Source: an optimization exercise on an open RTL-to-GDS flow (aim: small area, a short achievable clock period and few clock cycles per item). Production flows keep margins and buffers that such runs may drop. Only simulation tests tie the RTL to the original design; equivalence was not proved.

==> inputs of nickel <==
==> flow/design.v <==
module lookup3_seq (
   input  logic        clk,
   input  logic        res,
   input  logic        start,
   input  logic [31:0] len,
   input  logic [31:0] initval,
   input  logic        kw_valid,
   input  logic [31:0] kw_data,
   output logic        kw_ready,
   output logic        busy,
   output logic        done,
   output logic [31:0] hash,
   output logic        err
);
   function automatic logic [31:0] rotl(input logic [31:0] x, input int k);
      rotl = (x << k) | (x >> (32 - k));
   endfunction
   function automatic logic [31:0] padd(input logic [31:0] x, input logic [31:0] y,
                                        input logic ci);
      logic [31:0] g, p, t;
      t = x ^ y;
      g = x & y;
      p = t;
      g[0] = g[0] | (t[0] & ci);
      for (int l = 0; l < 5; l++) begin
         for (int i = 31; i >= 0; i--) begin
            if (((i >> l) & 1) == 1) begin
               g[i] = g[i] | (p[i] & g[((i >> l) << l) - 1]);
               p[i] = p[i] & p[((i >> l) << l) - 1];
            end
         end
      end
      padd = t ^ {g[30:0], ci};
   endfunction
   logic st_i, st_s1, st_s2, st_w, st_r, st_m, st_f;
   logic [12:0] ph;        
   logic [1:0]  aidx;      
   logic [1:0]  nrot;      
   logic        rec;       
   logic        zlen;      
   logic [31:0] wb;        
   logic        wbv;       
   logic        wlast;     
   logic        wtail;     
   logic [19:0] rem;       
   logic [1:0]  fidx;      
   logic        fdone;     
   logic        q_sa;      
   logic        q_sb;      
   logic        q_aa;      
   logic        q_ab;      
   logic        q_xm;      
   logic        q_sc;      
   logic [3:0]  q_keep;    
   logic [8:0]  q_rot;     
   logic [31:0] r0, r1, r2;
   logic next_word;        
   logic take;
   assign next_word = st_s2 || (st_m && ph[5]) || (st_w && wbv && !wlast) ||
                      (st_r && rec && nrot == 2'd1);
   assign kw_ready  = next_word && !fdone;
   assign take      = kw_valid && kw_ready;
   assign busy      = !st_i;
   assign hash      = r1;
   assign err       = 1'b0;
   logic       f_tail, f_last;
   logic [2:0] f_keep;
   assign f_tail = (rem <= 20'd12);
   assign f_last = f_tail ? ({fidx, 2'b00} + 4'd4 >= rem[3:0]) : (fidx == 2'd2);
   always_comb begin
      f_keep = 3'b111;
      if (f_tail && f_last) begin
         case (rem[1:0])
            2'd1:    f_keep = 3'b000;
            2'd2:    f_keep = 3'b100;
            2'd3:    f_keep = 3'b110;
            default: f_keep = 3'b111;
         endcase
      end
   end
   always_ff @(posedge clk) begin
      wb    <= kw_data;
      wlast <= f_last;
      wtail <= f_tail;
      q_keep <= take ? {1'b1, f_keep} : 4'b0000;
   end
   logic n_i, n_s1, n_s2, n_w, n_r, n_m, n_f, n_done;
   logic [12:0] n_ph;
   always_comb begin
      n_i = 1'b0; n_s1 = 1'b0; n_s2 = 1'b0; n_w = 1'b0; n_r = 1'b0; n_m = 1'b0; n_f = 1'b0;
      n_done = 1'b0;
      n_ph = ph << 1;
      if (st_i) begin
         if (start) n_s1 = 1'b1;
         else       n_i  = 1'b1;
      end
      if (st_s1) n_s2 = 1'b1;
      if (st_s2) begin
         if (zlen) begin
            n_i    = 1'b1;
            n_done = 1'b1;
         end else begin
            n_w = 1'b1;
         end
      end
      if (st_w) begin
         if (!wbv) begin
            n_r = 1'b1;
         end else if (!wlast) begin
            n_w = 1'b1;
         end else if (!wtail) begin
            n_m  = 1'b1;
            n_ph = 13'd1;
         end else if (aidx == 2'd1) begin
            n_f  = 1'b1;
            n_ph = 13'd1 << 6;
         end else begin
            n_r = 1'b1;
         end
      end
      if (st_r) begin
         if (nrot != 2'd1) begin
            n_r = 1'b1;
         end else if (rec) begin
            n_w = 1'b1;
         end else begin
            n_f  = 1'b1;
            n_ph = 13'd1 << 6;
         end
      end
      if (st_m) begin
         if (ph[5]) n_w = 1'b1;
         else       n_m = 1'b1;
      end
      if (st_f) begin
         if (ph[12]) begin
            n_i    = 1'b1;
            n_done = 1'b1;
         end else begin
            n_f = 1'b1;
         end
      end
   end
   always_ff @(posedge clk) begin
      if (res) begin
         st_i  <= 1'b1;
         st_s1 <= 1'b0;
         st_s2 <= 1'b0;
         st_w  <= 1'b0;
         st_r  <= 1'b0;
         st_m  <= 1'b0;
         st_f  <= 1'b0;
         done  <= 1'b0;
         wbv   <= 1'b0;
      end else begin
         st_i  <= n_i;
         st_s1 <= n_s1;
         st_s2 <= n_s2;
         st_w  <= n_w;
         st_r  <= n_r;
         st_m  <= n_m;
         st_f  <= n_f;
         done  <= n_done;
         wbv   <= take;
      end
   end
   always_ff @(posedge clk) begin
      ph   <= n_ph;
      q_sa <= n_m | n_w;
      q_sb <= n_m | n_s1 | n_s2;
      q_aa <= n_m | n_s1 | n_f;
      q_ab <= n_m | n_s1 | n_i;
      q_xm <= n_m;
      q_sc <= n_s2;
      q_rot <= {n_ph[12], n_ph[8], n_ph[4], n_ph[3] | n_ph[9], n_ph[6] | n_ph[11],
                n_ph[7], n_ph[2], n_ph[1], n_ph[0] | n_ph[5] | n_ph[10]};
   end
   always_ff @(posedge clk) begin
      if (take) begin
         fidx <= fidx + 2'd1;
         if (f_last) begin
            fidx <= 2'd0;
            rem  <= rem - 20'd12;
            if (f_tail) fdone <= 1'b1;
         end
      end
      if (st_i) begin
         rem   <= len[19:0];
         fidx  <= 2'd0;
         fdone <= (len == 32'd0);
         zlen  <= (len == 32'd0);
         aidx  <= 2'd0;
      end
      if (st_w && wbv) aidx <= wlast ? 2'd0 : aidx + 2'd1;
      if (st_w && !wbv) begin
         rec  <= 1'b1;
         nrot <= 2'd2;
      end else if (st_w && wlast && wtail) begin
         rec  <= 1'b0;
         nrot <= (aidx == 2'd0) ? 2'd1 : 2'd2;
      end else if (st_r) begin
         nrot <= nrot - 2'd1;
      end
   end
   logic [31:0] rk;        
   assign rk = ({32{q_rot[0]}} & rotl(r1, 4))  | ({32{q_rot[1]}} & rotl(r1, 6))  |
               ({32{q_rot[2]}} & rotl(r1, 8))  | ({32{q_rot[3]}} & rotl(r1, 11)) |
               ({32{q_rot[4]}} & rotl(r1, 14)) | ({32{q_rot[5]}} & rotl(r1, 16)) |
               ({32{q_rot[6]}} & rotl(r1, 19)) | ({32{q_rot[7]}} & rotl(r1, 25)) |
               ({32{q_rot[8]}} & rotl(r1, 24));
   logic [31:0] word_m;    
   assign word_m = {wb[31:24] & {8{q_keep[3]}}, wb[23:16] & {8{q_keep[2]}},
                    wb[15:8] & {8{q_keep[1]}}, wb[7:0] & {8{q_keep[0]}}} |
                   (32'hDEADBEEF & {32{q_sc}});
   logic [31:0] sub_a, sub_b, sub_o, add_a, add_b, add_o;
   assign sub_a = q_sa ? r0 : (r0 ^ r1);
   assign sub_b = q_sb ? r1 : rk;
   assign sub_o = padd(sub_a, ~sub_b, 1'b1);
   assign add_a = q_aa ? r1 : r0;
   assign add_b = q_ab ? r2 : word_m;
   assign add_o = padd(add_a, add_b, 1'b0);
   always_ff @(posedge clk) begin
      if (st_i) begin
         r0 <= r2;
         r1 <= len;
         r2 <= initval;
      end else if (st_s1 | st_s2) begin
         r0 <= add_o;
         r1 <= add_o;
         r2 <= add_o;
      end else if (st_m | st_f) begin
         r0 <= r2;
         r1 <= sub_o ^ (rk & {32{q_xm}});
         r2 <= st_m ? add_o : r1;
      end else begin
         r0 <= r2;
         r1 <= add_o;
         r2 <= r1;
      end
   end
endmodule
==> flow/run.sh <==
#!/bin/bash
# synth_recipe.tcl (not shown) runs the flow's synth.tcl, then flattens the netlist and writes it again
# the make line also repeats each setting of config.mk as NAME=value (left out here)
make -C /OpenROAD-flow-scripts/flow DESIGN_CONFIG=/design/flow/config.mk WORK_HOME=/design/flow/orfs CLKGATE_MAP_FILE= SYNTH_SCRIPT=/design/flow/synth_recipe.tcl finish
==> flow/config.mk <==
export PLATFORM = sky130hd
export DESIGN_NAME = lookup3_seq
export DESIGN_NICKNAME = lookup3_seq
export VERILOG_FILES = /design/flow/design.v
export SDC_FILE = /design/flow/constraint.sdc
export NUM_CORES = 4
export LEC_CHECK = 0
export CAP_MARGIN = 20
export CORE_MARGIN = 2
export CORE_UTILIZATION = 45
export SETUP_SLACK_MARGIN = 2.0
export SLEW_MARGIN = 20
==> flow/constraint.sdc <==
create_clock -name core_clock -period 6.5 [get_ports {clk}]
set_input_delay 1.3000 -clock core_clock [delete_from_list [all_inputs] [get_ports {clk}]]
set_output_delay 1.3000 -clock core_clock [all_outputs]
set_load 0.01 [all_outputs]
==> onyx: changes against nickel <==
--- a/flow/design.v
+++ b/flow/design.v
@@ -48,9 +48,8 @@
    logic        q_sa;      
-   logic        q_sb;      
    logic        q_aa;      
    logic        q_ab;      
-   logic        q_xm;      
    logic        q_sc;      
    logic [3:0]  q_keep;    
-   logic [8:0]  q_rot;     
+   logic [6:0]  q_fr;      
+   logic [4:0]  q_mr;      
    logic [31:0] r0, r1, r2;
@@ -169,9 +168,7 @@
       q_sa <= n_m | n_w;
-      q_sb <= n_m | n_s1 | n_s2;
       q_aa <= n_m | n_s1 | n_f;
       q_ab <= n_m | n_s1 | n_i;
-      q_xm <= n_m;
       q_sc <= n_s2;
-      q_rot <= {n_ph[12], n_ph[8], n_ph[4], n_ph[3] | n_ph[9], n_ph[6] | n_ph[11],
-                n_ph[7], n_ph[2], n_ph[1], n_ph[0] | n_ph[5] | n_ph[10]};
+      q_fr <= {n_ph[8], n_ph[12], n_ph[9], n_ph[6] | n_ph[11], n_ph[7], n_ph[10], !n_f};
+      q_mr <= {5{n_m}} & {n_ph[4], n_ph[3], n_ph[2], n_ph[1], n_ph[0] | n_ph[5]};
    end
@@ -204,8 +201,10 @@
    end
-   logic [31:0] rk;        
-   assign rk = ({32{q_rot[0]}} & rotl(r1, 4))  | ({32{q_rot[1]}} & rotl(r1, 6))  |
-               ({32{q_rot[2]}} & rotl(r1, 8))  | ({32{q_rot[3]}} & rotl(r1, 11)) |
-               ({32{q_rot[4]}} & rotl(r1, 14)) | ({32{q_rot[5]}} & rotl(r1, 16)) |
-               ({32{q_rot[6]}} & rotl(r1, 19)) | ({32{q_rot[7]}} & rotl(r1, 25)) |
-               ({32{q_rot[8]}} & rotl(r1, 24));
+   logic [31:0] sub_b, rk;
+   assign sub_b = ({32{q_fr[0]}} & r1)            | ({32{q_fr[1]}} & rotl(r1, 4))  |
+                  ({32{q_fr[2]}} & rotl(r1, 11))  | ({32{q_fr[3]}} & rotl(r1, 14)) |
+                  ({32{q_fr[4]}} & rotl(r1, 16))  | ({32{q_fr[5]}} & rotl(r1, 24)) |
+                  ({32{q_fr[6]}} & rotl(r1, 25));
+   assign rk    = ({32{q_mr[0]}} & rotl(r1, 4))   | ({32{q_mr[1]}} & rotl(r1, 6))  |
+                  ({32{q_mr[2]}} & rotl(r1, 8))   | ({32{q_mr[3]}} & rotl(r1, 16)) |
+                  ({32{q_mr[4]}} & rotl(r1, 19));
    logic [31:0] word_m;    
@@ -214,5 +213,4 @@
                    (32'hDEADBEEF & {32{q_sc}});
-   logic [31:0] sub_a, sub_b, sub_o, add_a, add_b, add_o;
+   logic [31:0] sub_a, sub_o, add_a, add_b, add_o;
    assign sub_a = q_sa ? r0 : (r0 ^ r1);
-   assign sub_b = q_sb ? r1 : rk;
    assign sub_o = padd(sub_a, ~sub_b, 1'b1);
@@ -232,3 +230,3 @@
          r0 <= r2;
-         r1 <= sub_o ^ (rk & {32{q_xm}});
+         r1 <= sub_o ^ rk;
          r2 <= st_m ? add_o : r1;
SETUP_SLACK_MARGIN = 3.0   (was 2.0)
==> harbor: changes against nickel <==
--- a/flow/design.v
+++ b/flow/design.v
@@ -48,9 +48,8 @@
    logic        q_sa;      
-   logic        q_sb;      
    logic        q_aa;      
    logic        q_ab;      
-   logic        q_xm;      
    logic        q_sc;      
    logic [3:0]  q_keep;    
-   logic [8:0]  q_rot;     
+   logic [6:0]  q_fr;      
+   logic [4:0]  q_mr;      
    logic [31:0] r0, r1, r2;
@@ -169,9 +168,7 @@
       q_sa <= n_m | n_w;
-      q_sb <= n_m | n_s1 | n_s2;
       q_aa <= n_m | n_s1 | n_f;
       q_ab <= n_m | n_s1 | n_i;
-      q_xm <= n_m;
       q_sc <= n_s2;
-      q_rot <= {n_ph[12], n_ph[8], n_ph[4], n_ph[3] | n_ph[9], n_ph[6] | n_ph[11],
-                n_ph[7], n_ph[2], n_ph[1], n_ph[0] | n_ph[5] | n_ph[10]};
+      q_fr <= {n_ph[8], n_ph[12], n_ph[9], n_ph[6] | n_ph[11], n_ph[7], n_ph[10], !n_f};
+      q_mr <= {5{n_m}} & {n_ph[4], n_ph[3], n_ph[2], n_ph[1], n_ph[0] | n_ph[5]};
    end
@@ -204,8 +201,10 @@
    end
-   logic [31:0] rk;        
-   assign rk = ({32{q_rot[0]}} & rotl(r1, 4))  | ({32{q_rot[1]}} & rotl(r1, 6))  |
-               ({32{q_rot[2]}} & rotl(r1, 8))  | ({32{q_rot[3]}} & rotl(r1, 11)) |
-               ({32{q_rot[4]}} & rotl(r1, 14)) | ({32{q_rot[5]}} & rotl(r1, 16)) |
-               ({32{q_rot[6]}} & rotl(r1, 19)) | ({32{q_rot[7]}} & rotl(r1, 25)) |
-               ({32{q_rot[8]}} & rotl(r1, 24));
+   logic [31:0] sub_b, rk;
+   assign sub_b = ({32{q_fr[0]}} & r1)            | ({32{q_fr[1]}} & rotl(r1, 4))  |
+                  ({32{q_fr[2]}} & rotl(r1, 11))  | ({32{q_fr[3]}} & rotl(r1, 14)) |
+                  ({32{q_fr[4]}} & rotl(r1, 16))  | ({32{q_fr[5]}} & rotl(r1, 24)) |
+                  ({32{q_fr[6]}} & rotl(r1, 25));
+   assign rk    = ({32{q_mr[0]}} & rotl(r1, 4))   | ({32{q_mr[1]}} & rotl(r1, 6))  |
+                  ({32{q_mr[2]}} & rotl(r1, 8))   | ({32{q_mr[3]}} & rotl(r1, 16)) |
+                  ({32{q_mr[4]}} & rotl(r1, 19));
    logic [31:0] word_m;    
@@ -214,5 +213,4 @@
                    (32'hDEADBEEF & {32{q_sc}});
-   logic [31:0] sub_a, sub_b, sub_o, add_a, add_b, add_o;
+   logic [31:0] sub_a, sub_o, add_a, add_b, add_o;
    assign sub_a = q_sa ? r0 : (r0 ^ r1);
-   assign sub_b = q_sb ? r1 : rk;
    assign sub_o = padd(sub_a, ~sub_b, 1'b1);
@@ -232,3 +230,3 @@
          r0 <= r2;
-         r1 <= sub_o ^ (rk & {32{q_xm}});
+         r1 <= sub_o ^ rk;
          r2 <= st_m ? add_o : r1;
CORE_UTILIZATION = 50   (was 45)
SETUP_SLACK_MARGIN = 3.0   (was 2.0)
==> notes <==
Of onyx and harbor, onyx has the higher register-to-register slack (gap 0.02 ns). First-iteration DRC count, lowest first: nickel, harbor, onyx. The highest final cell count belongs to onyx, the lowest to harbor. Between nickel and onyx, the lower core utilization is in nickel (gap 2.5 points).
Testbench counts of nickel, summed over its fixed seeds: cycles 26,786, bytes 30,342.
Testbench counts of onyx, summed over its fixed seeds: cycles 26,786, bytes 30,342.
Testbench counts of harbor, summed over its fixed seeds: cycles 26,786, bytes 30,342.

==> afterwards: timing with drivers on the ports <==
The results above use ideal ports. As a check the final layouts listed here were re-extracted and re-timed, cells and wires unchanged. Step 1, drivers: a clkbuf_16 drives clk and a buf_2 each remaining input, both assumed. Step 2, shift: input delay + t, output delay - t, t = (earliest + latest rising clock arrival at the registers) / 2. This alone moves slack from input paths to output paths. a / b / c = ideal ports / drivers / drivers and shift; a / b = the first two.
run | shift t [ns] | slack for setup (ns) | worst setup path at the end | worst register clock-pin slew, ns
nickel | 0.492 | 2.350 / 2.350 / 2.350 | register to register | 0.08 / 0.08
onyx | 0.501 | 2.947 / 2.947 / 2.947 | register to register | 0.08 / 0.08
harbor | 0.498 | 2.931 / 2.931 / 2.931 | register to register | 0.09 / 0.09
After both steps every run listed still meets setup and hold.
